Source: an optimization exercise on an open RTL-to-GDS flow (aim: small area and a short achievable clock period). Production flows keep margins and buffers that such runs may drop. Where RTL was checked, it was by simulation tests only, not by an equivalence proof against the original. No activity file was given, so power comes from the tool's default toggle rates.

==> flow/design.v <==
package fpu_pkg;
	typedef struct packed {
		logic                  sign;
		logic [8-1:0] exp;
		logic [23-1:0] man;    
	} fpu_float_t;
	typedef struct packed {
		logic [5:0] op1;    
		logic [4:0] fmt;    
		logic [5:0] op2;    
	} fpu_instr_t;
	typedef enum logic [2:0] {
		OP_ADD,
		OP_SUB,
		OP_ABS,
		OP_NEG,
		OP_FTOI,
		OP_ITOF,
		OP_INVALID
	} fpu_op_t;
	typedef struct packed {
		logic [32-1:0] value;
		logic [4-1:0]  exc;    
	} fpu_res_t;
endpackage
`timescale 1ns/1ps
`default_nettype none
module fpu_lzc #(
	parameter int LOG = 6
) (
	input  logic [(1<<LOG)-1:0] value,
	output logic [LOG-1:0]      count
);
	localparam int N = 1 << LOG;
	logic [N-1:0]   v [LOG+1];
	logic [LOG-1:0] c [LOG+1][N];
	genvar l, j;
	generate
		for (j = 0; j < N; j++) begin : g_leaf
			assign v[0][j] = value[N-1-j];
			assign c[0][j] = '0;
		end
		for (l = 1; l <= LOG; l++) begin : g_lvl
			for (j = 0; j < (N >> l); j++) begin : g_node
				assign v[l][j] = v[l-1][2*j] | v[l-1][2*j+1];
				if (l == 1) begin : g_first
					assign c[l][j] = LOG'(~v[0][2*j]);
				end else begin : g_rest
					assign c[l][j] = v[l-1][2*j] ? LOG'(c[l-1][2*j][l-2:0])
					                             : LOG'({1'b1, c[l-1][2*j+1][l-2:0]});
				end
			end
			for (j = (N >> l); j < N; j++) begin : g_pad
				assign v[l][j] = 1'b0;
				assign c[l][j] = '0;
			end
		end
	endgenerate
	assign count = c[LOG][0];
endmodule
`default_nettype wire
`default_nettype none
module fpu_pfx_add #(
	parameter int W = 32
) (
	input  logic [W-1:0] x,
	input  logic [W-1:0] y,
	input  logic         cin,
	output logic [W:0]   s
);
	localparam int N = W + 1;
	localparam int L = $clog2(N);
	logic [N-1:0] g [L+1];
	logic [N-1:0] p [L+1];
	always_comb begin
		g[0] = {x & y, cin};
		p[0] = {x ^ y, 1'b0};
		for (int l = 0; l < L; l++) begin
			for (int i = 0; i < N; i++) begin
				if (((i >> l) & 1) != 0) begin
					g[l+1][i] = g[l][i] | (p[l][i] & g[l][((i >> l) << l) - 1]);
					p[l+1][i] = p[l][i] & p[l][((i >> l) << l) - 1];
				end else begin
					g[l+1][i] = g[l][i];
					p[l+1][i] = p[l][i];
				end
			end
		end
	end
	assign s = {1'b0, x ^ y} ^ g[L];
endmodule
`default_nettype wire
`timescale 1ns/1ps
`default_nettype none
module fpu_addsub (
	input  fpu_pkg::fpu_instr_t        instr,
	input  fpu_pkg::fpu_float_t        a,
	input  fpu_pkg::fpu_float_t        b,
	output logic [34:0]                s,           
	output logic [8-1:0]      e_w,         
	output logic                       sign,        
	output logic                       float_sel,   
	output logic                       addsub,
	output logic                       eff_sub,     
	output logic                       spec,        
	output logic                       qnan,        
	output logic                       ftoi_ovf,
	output logic                       ftoi_nan,
	output logic                       invalid
);
	localparam int EW = 8;
	localparam int MW = 23;
	wire cop1   = (instr.op1 == 6'b010001);
	wire fmt_s  = (instr.fmt == 5'b10000);
	wire op_as  = cop1 && fmt_s && (instr.op2[5:1] == 5'd0);
	wire op_abs = cop1 && fmt_s && (instr.op2 == 6'b000101);
	wire op_neg = cop1 && fmt_s && (instr.op2 == 6'b000111);
	wire op_f2i = cop1 && (instr.fmt == 5'b00000) && (instr.op2 == 6'b000000);
	wire op_i2f = cop1 && (instr.fmt == 5'b00100) && (instr.op2 == 6'b000000);
	wire a_ez   = (a.exp == '0);
	wire b_ez   = (b.exp == '0);
	wire a_spec = &a.exp;
	wire b_spec = &b.exp;
	wire a_nan  = a_spec && (a.man != '0);
	wire b_nan  = b_spec && (b.man != '0);
	wire [MW:0]   a_m = {!a_ez, a.man};
	wire [MW:0]   b_m = {!b_ez, b.man};
	wire [EW-1:0] a_e = {a.exp[EW-1:1], a.exp[0] | a_ez};
	wire [EW-1:0] b_e = {b.exp[EW-1:1], b.exp[0] | b_ez};
	wire b_sign = b.sign ^ instr.op2[0];
	wire es     = a.sign ^ b_sign;
	logic [24:0] mge_s;
	fpu_pfx_add #(.W(24)) u_cmp (
		.x  (a_m),
		.y  (~b_m),
		.cin(1'b1),
		.s  (mge_s)
	);
	wire sp     = a_spec || b_spec;
	wire f_big  = (a.exp > 8'd158) || ((a.exp == 8'd158) && !(a.sign && (a.man == '0)));
	wire f_ok   = !f_big;
	wire [EW:0]   d_ab = {1'b0, a_e} - {1'b0, b_e};
	wire [EW-1:0] d_ba = b_e - a_e;
	wire [EW-1:0] d_f  = 8'd158 - a_e;
	wire [EW-1:0] d    = op_f2i ? d_f : d_ab[EW] ? d_ba : d_ab[EW-1:0];
	wire          a_ge = !d_ab[EW] && ((d_ab[EW-1:0] != '0) || mge_s[24]);
	wire w_a    = a_ge && !b_nan;    
	wire sel_lb = op_as && !sp && w_a;
	wire sel_la = (op_as && !sp && !w_a) || (op_f2i && f_ok);
	wire [MW:0] m_l = sel_lb ? b_m : (sel_la ? a_m : '0);
	wire [32:0] f = (d[7:6] != 2'b00) ? 33'd0 : ({m_l, 9'b0} >> d[5:0]);
	logic [MW:0] m_or;
	logic        st;
	always_comb begin
		m_or[0] = m_l[0];
		for (int i = 1; i <= MW; i++)
			m_or[i] = m_or[i-1] | m_l[i];
		st = 1'b0;
		for (int i = 10; i < 34; i++)
			if (d == EW'(i))
				st = m_or[i-10];
		if (d >= 8'd34)
			st = m_or[MW];
	end
	wire [MW:0]  m_w = w_a ? a_m : b_m;
	wire [31:0]  x1n = {op_neg & ~a.sign, a.exp, a.man};
	wire [33:0]  x   = (op_abs | op_neg) ? {x1n, 2'b00} :
	                   op_as ? {m_w, 10'b0} : 34'd0;
	wire [33:0]  y   = {f, st} | (op_i2f ? {b, 2'b00} : 34'd0);
	wire sub = (op_as && !sp && es) || (op_f2i && a.sign) || (op_i2f && b.sign);
	wire [33:0] yx  = {y[33:1] ^ {33{sub}}, op_f2i | (y[0] ^ sub)};
	wire        y34 = sub && !op_i2f;
	wire        cin = sub || op_f2i;
	logic [35:0] s_full;
	fpu_pfx_add #(.W(35)) u_add (
		.x  ({1'b0, x}),
		.y  ({y34, yx}),
		.cin(cin),
		.s  (s_full)
	);
	assign s = s_full[34:0];
	assign e_w       = op_as ? (w_a ? a_e : b_e) : 8'd158;
	assign float_sel = op_as | op_i2f;
	assign addsub    = op_as;
	assign eff_sub   = op_as & es;
	assign spec      = op_as & sp;
	wire w_sign  = a_ge ? a.sign : b_sign;
	wire sp_sign = (a_spec && !b_spec) ? a.sign :
	               (!a_spec && b_spec) ? b_sign :
	               b_nan ? b.sign :
	               a_nan ? a.sign :
	               (es | a.sign);
	assign sign = op_as ? (sp ? sp_sign : w_sign) : b.sign;
	assign qnan = op_as & (a_nan | b_nan | (a_spec & b_spec & es));
	assign ftoi_nan = op_f2i & a_nan;
	assign ftoi_ovf = op_f2i & !a_nan & f_big;
	assign invalid  = !(op_as | op_abs | op_neg | op_f2i | op_i2f);
endmodule
`default_nettype wire
`timescale 1ns/1ps
`default_nettype none
module fpu_convert (
	input  logic [34:0]           s,
	input  logic [8-1:0] e_w,
	input  logic                  sign,
	input  logic                  float_sel,
	input  logic                  addsub,
	input  logic                  eff_sub,
	input  logic                  spec,
	input  logic                  qnan,
	input  logic                  ftoi_ovf,
	input  logic                  ftoi_nan,
	input  logic                  invalid,
	output fpu_pkg::fpu_res_t     result
);
	localparam int EW = 8;
	localparam int MW = 23;
	logic [34:0] mark;
	always_comb begin
		for (int i = 0; i < 35; i++)
			mark[i] = (e_w == EW'(34 - i));
	end
	logic [5:0] lz;
	fpu_lzc #(
		.LOG(6)
	) u_lzc (
		.value({s | mark, 1'b1, 28'd0}),
		.count(lz)
	);
	wire [34:0]   n    = s << lz;
	wire [MW:0]   m    = n[34:11];
	wire          g    = n[10];
	wire          st   = |n[9:0];
	wire          rnd  = g & (m[0] | st);
	logic [MW+1:0] m_r;
	fpu_pfx_add #(.W(MW+1)) u_rnd (
		.x  (m),
		.y  ('0),
		.cin(rnd),
		.s  (m_r)
	);
	wire [EW:0]   e0   = {1'b0, e_w} + 9'd1 - {3'b0, lz};
	wire [EW:0]   e1   = e0 + 9'd1;
	wire          cy   = m_r[MW+1];
	wire [EW-1:0] e_r  = cy ? e1[EW-1:0] : e0[EW-1:0];
	wire          big  = e0[EW] | (&e0[EW-1:0]);
	wire          ovf  = big | (cy & (e0 == 9'd254));
	wire          hid  = m_r[MW+1] | m_r[MW];
	wire          zero = (s == '0);
	wire          sgn  = sign & !(eff_sub & zero);
	wire [EW-1:0] f_exp = big ? 8'hff : (hid ? e_r : 8'd0);
	wire [MW-1:0] f_man = (big & !spec) ? 23'd0 : {m_r[MW-1] | qnan, m_r[MW-2:0]};
	wire [31:0]   f_val = {sgn, f_exp, f_man};
	assign result.value = float_sel ? f_val : s[33:2];
	assign result.exc   = {invalid, 1'b0, ftoi_nan, ftoi_ovf | (addsub & !spec & ovf)};
endmodule
`default_nettype wire
`timescale 1ns/1ps
`default_nettype none
module fpu_issue (
	input  logic                  clk,
	input  logic                  arst_n,
	input  logic                  issue,
	input  logic [34:0]           s_d,
	input  logic [8-1:0] e_d,
	input  logic [8:0]            f_d,
	output logic [34:0]           s_q,
	output logic [8-1:0] e_q,
	output logic [8:0]            f_q,
	output logic                  done
);
	always_ff @(posedge clk) begin
		s_q <= s_d;
		e_q <= e_d;
		f_q <= f_d;
	end
	always_ff @(posedge clk or negedge arst_n) begin
		if (!arst_n)
			done <= 1'b0;
		else
			done <= issue;
	end
endmodule
`default_nettype wire
`timescale 1ns/1ps
`default_nettype none
module fpu_top (
	input  logic                   clk,
	input  logic                   arst_n,
	input  logic                   issue,
	input  fpu_pkg::fpu_instr_t    instr,
	input  logic [32-1:0] x1,
	input  logic [32-1:0] x2,
	output fpu_pkg::fpu_res_t      result,
	output logic                   done
);
	logic [34:0]           s_d, s_q;
	logic [8-1:0] e_d, e_q;
	logic [8:0]            f_d, f_q;
	fpu_addsub u_addsub (
		.instr    (instr),
		.a        (x1),
		.b        (x2),
		.s        (s_d),
		.e_w      (e_d),
		.sign     (f_d[0]),
		.float_sel(f_d[1]),
		.addsub   (f_d[2]),
		.eff_sub  (f_d[3]),
		.spec     (f_d[4]),
		.qnan     (f_d[5]),
		.ftoi_ovf (f_d[6]),
		.ftoi_nan (f_d[7]),
		.invalid  (f_d[8])
	);
	fpu_issue u_issue (
		.clk   (clk),
		.arst_n(arst_n),
		.issue (issue),
		.s_d   (s_d),
		.e_d   (e_d),
		.f_d   (f_d),
		.s_q   (s_q),
		.e_q   (e_q),
		.f_q   (f_q),
		.done  (done)
	);
	fpu_convert u_convert (
		.s        (s_q),
		.e_w      (e_q),
		.sign     (f_q[0]),
		.float_sel(f_q[1]),
		.addsub   (f_q[2]),
		.eff_sub  (f_q[3]),
		.spec     (f_q[4]),
		.qnan     (f_q[5]),
		.ftoi_ovf (f_q[6]),
		.ftoi_nan (f_q[7]),
		.invalid  (f_q[8]),
		.result   (result)
	);
endmodule
`default_nettype wire
Settings: LEC_CHECK=0, ABC_AREA=1, CAP_MARGIN=50, CORE_MARGIN=2, CORE_UTILIZATION=50, PLACE_DENSITY=0.65, SLEW_MARGIN=70; clock period 19.0 ns.
standard.sh (not shown) runs the stock make flow with config.mk's settings and CLKGATE_MAP_FILE= SYNTH_SCRIPT=/design/flow/synth_recipe.tcl, a recipe that flattens the netlist after the stock synthesis.
==> flow/flow/run.sh <==
#!/bin/bash
# Layout flow: the standard layout (standard.sh, with its standard synthesis unchanged)
# with two changes to how the layout is optimised, none to the constraints:
#  - every port still gets a buffer, but a sky130_fd_sc_hd__buf_2 rather than the default
#    cell buffer_ports picks;
#  - the resizer's repair_timing aims for 8 ns of setup slack, so it works on the
#    critical paths although the 19 ns clock is met anyway.
# make's output goes to standard.log; each ORFS step's tool log is copied to tool_logs/.
set -e
bash standard.sh finish SETUP_SLACK_MARGIN=9 "BUFFER_PORTS_ARGS=-buffer_cell sky130_fd_sc_hd__buf_2" > standard.log 2>&1
mkdir -p tool_logs
cp orfs/logs/*/*/*/*.log tool_logs/ 2>/dev/null || true
Rerun with:
--- a/flow/design.v
+++ b/flow/design.v
@@ -146,24 +146,26 @@
 	wire          a_ge = !d_ab[EW] && ((d_ab[EW-1:0] != '0) || mge_s[24]);
 	wire w_a    = a_ge && !b_nan;    
 	wire sel_lb = op_as && !sp && w_a;
 	wire sel_la = (op_as && !sp && !w_a) || (op_f2i && f_ok);
 	wire [MW:0] m_l = sel_lb ? b_m : (sel_la ? a_m : '0);
 	wire [32:0] f = (d[7:6] != 2'b00) ? 33'd0 : ({m_l, 9'b0} >> d[5:0]);
-	logic [MW:0] m_or;
+	logic [MW:0] m_or [6];
 	logic        st;
 	always_comb begin
-		m_or[0] = m_l[0];
-		for (int i = 1; i <= MW; i++)
-			m_or[i] = m_or[i-1] | m_l[i];
+		m_or[0] = m_l;
+		for (int l = 0; l < 5; l++)
+			for (int i = 0; i <= MW; i++)
+				m_or[l+1][i] = m_or[l][i] |
+				               ((((i >> l) & 1) != 0) ? m_or[l][((i >> l) << l) - 1] : 1'b0);
 		st = 1'b0;
 		for (int i = 10; i < 34; i++)
 			if (d == EW'(i))
-				st = m_or[i-10];
+				st = m_or[5][i-10];
 		if (d >= 8'd34)
-			st = m_or[MW];
+			st = m_or[5][MW];
 	end
 	wire [MW:0]  m_w = w_a ? a_m : b_m;
 	wire [31:0]  x1n = {op_neg & ~a.sign, a.exp, a.man};
 	wire [33:0]  x   = (op_abs | op_neg) ? {x1n, 2'b00} :
 	                   op_as ? {m_w, 10'b0} : 34'd0;
 	wire [33:0]  y   = {f, st} | (op_i2f ? {b, 2'b00} : 34'd0);
@@ -224,13 +226,19 @@
 	fpu_lzc #(
 		.LOG(6)
 	) u_lzc (
 		.value({s | mark, 1'b1, 28'd0}),
 		.count(lz)
 	);
-	wire [34:0]   n    = s << lz;
+	logic [34:0] n;
+	always_comb begin
+		n = s;
+		for (int k = 5; k >= 0; k--)
+			if (lz[k])
+				n = n << (1 << k);
+	end
 	wire [MW:0]   m    = n[34:11];
 	wire          g    = n[10];
 	wire          st   = |n[9:0];
 	wire          rnd  = g & (m[0] | st);
 	logic [MW+1:0] m_r;
 	fpu_pfx_add #(.W(MW+1)) u_rnd (
Result:
- synthesized cell count came out lower by about 5%
- routed wire length came out lower by 4.7%
- total power came out lower by about 30%
- via count came out lower by about 4.5%
- clock power came out higher by about 10%

// fpu_top: RTL as listed in full above, without the edits since
Settings: LEC_CHECK=0, ABC_AREA=1, CAP_MARGIN=50, CORE_MARGIN=2, CORE_UTILIZATION=50, PLACE_DENSITY=0.65, SLEW_MARGIN=70; clock period 19.0 ns.
==> flow/flow/run.sh <==
#!/bin/bash
# The standard layout (standard.sh, standard synthesis unchanged) with two changes to how
# the layout is optimised: the port buffers are a stronger buffer cell, and the resizer's
# repair_timing aims for extra setup slack so it works on the critical paths even though
# the 19 ns clock is met anyway. Each tool's output goes to the ORFS logs; make's output to
# standard.log.
set -e
bash standard.sh finish SETUP_SLACK_MARGIN=8 "BUFFER_PORTS_ARGS=-buffer_cell sky130_fd_sc_hd__buf_2" > standard.log 2>&1
Edit:
--- a/flow/design.v
+++ b/flow/design.v
@@ -130,8 +130,8 @@
 	wire b_sign = b.sign ^ instr.op2[0];
 	wire es     = a.sign ^ b_sign;
-	logic [24:0] mge_s;
-	fpu_pfx_add #(.W(24)) u_cmp (
-		.x  (a_m),
-		.y  (~b_m),
+	logic [23:0] mge_s;
+	fpu_pfx_add #(.W(23)) u_cmp (
+		.x  (a.man),
+		.y  (~b.man),
 		.cin(1'b1),
 		.s  (mge_s)
@@ -140,26 +140,30 @@
 	wire f_big  = (a.exp > 8'd158) || ((a.exp == 8'd158) && !(a.sign && (a.man == '0)));
 	wire f_ok   = !f_big;
-	wire [EW:0]   d_ab = {1'b0, a_e} - {1'b0, b_e};
-	wire [EW-1:0] d_ba = b_e - a_e;
-	wire [EW-1:0] d_f  = 8'd158 - a_e;
+	wire [EW:0]   d_ab = {1'b0, a.exp} - {1'b0, b.exp};
+	wire [EW-1:0] d_ba = b.exp - a.exp;
+	wire [EW-1:0] d_f  = 8'd158 - a.exp;
 	wire [EW-1:0] d    = op_f2i ? d_f : d_ab[EW] ? d_ba : d_ab[EW-1:0];
-	wire          a_ge = !d_ab[EW] && ((d_ab[EW-1:0] != '0) || mge_s[24]);
+	wire          a_ge = !d_ab[EW] && ((d_ab[EW-1:0] != '0) || mge_s[23]);
 	wire w_a    = a_ge && !b_nan;    
 	wire sel_lb = op_as && !sp && w_a;
 	wire sel_la = (op_as && !sp && !w_a) || (op_f2i && f_ok);
-	wire [MW:0] m_l = sel_lb ? b_m : (sel_la ? a_m : '0);
+	wire lo_ez  = sel_lb ? (b_ez & !a_ez) : (a_ez & !b_ez & !op_f2i);
+	wire [MW:0] m_l0 = sel_lb ? b_m : (sel_la ? a_m : '0);
+	wire [MW:0] m_l  = lo_ez ? {m_l0[MW-1:0], 1'b0} : m_l0;
 	wire [32:0] f = (d[7:6] != 2'b00) ? 33'd0 : ({m_l, 9'b0} >> d[5:0]);
-	logic [MW:0] m_or;
+	logic [MW:0] m_or [6];
 	logic        st;
 	always_comb begin
-		m_or[0] = m_l[0];
-		for (int i = 1; i <= MW; i++)
-			m_or[i] = m_or[i-1] | m_l[i];
+		m_or[0] = m_l;
+		for (int l = 0; l < 5; l++)
+			for (int i = 0; i <= MW; i++)
+				m_or[l+1][i] = m_or[l][i] |
+				               ((((i >> l) & 1) != 0) ? m_or[l][((i >> l) << l) - 1] : 1'b0);
 		st = 1'b0;
 		for (int i = 10; i < 34; i++)
 			if (d == EW'(i))
-				st = m_or[i-10];
+				st = m_or[5][i-10];
 		if (d >= 8'd34)
-			st = m_or[MW];
+			st = m_or[5][MW];
 	end
 	wire [MW:0]  m_w = w_a ? a_m : b_m;
Power rose by roughly a tenth; via count rose by a little under a tenth; setup slack is better by 0.11 ns; fmax rose slightly; count of clock-buffer cells in the layout is unchanged; final cell count rose by a little under a tenth; final area rose by a few percent; worst hold slack hardly moves; routed wire length rose by a little under a tenth; global-route usage rose by 0.94 points; core utilization rose by 0.41 points.
The RTL of the second run of this note was laid out without a check of its function.

[re-timing with driven ports]
The results above use ideal ports. As a check the final layouts listed here were re-extracted and re-timed, cells and wires unchanged.
Step 1 assumes that a clkbuf_16 drives the clock port and a buf_2 every other input.
Step 2 moves the port delays by t, midway between the first and last clock arrival at a register: inputs arrive t later, outputs are due t later. That takes back most of the time a late clock gives input paths.
Slacks: ideal / step 1 / step 2; pairs: ideal / step 1.
| run | t (ns) | slack for setup (ns) | latest minus earliest clock arrival (ns) | worst slew at a driven data input, ns | pins driven straight from the clock port |
|---|---|---|---|---|---|
| the first run of note 1 | 0.334 | 9.272 / 9.265 / 8.931 | 0.007 / 0.007 | 0.06 | 1 |
| the second run of note 1 | 0.326 | 9.221 / 9.226 / 8.900 | 0.011 / 0.010 | 0.04 | 1 |
| the first run of note 2 | 0.333 | 8.395 / 8.415 / 8.082 | 0.007 / 0.007 | 0.03 | 1 |
| the second run of note 2 | 0.342 | 8.509 / 8.537 / 8.195 | 0.009 / 0.009 | 0.03 | 1 |
After both steps every run listed still meets setup and hold. The setup slack of the first run of note 1, which loses most, moves by -0.007 ns with the drivers and by -0.341 ns with both steps.
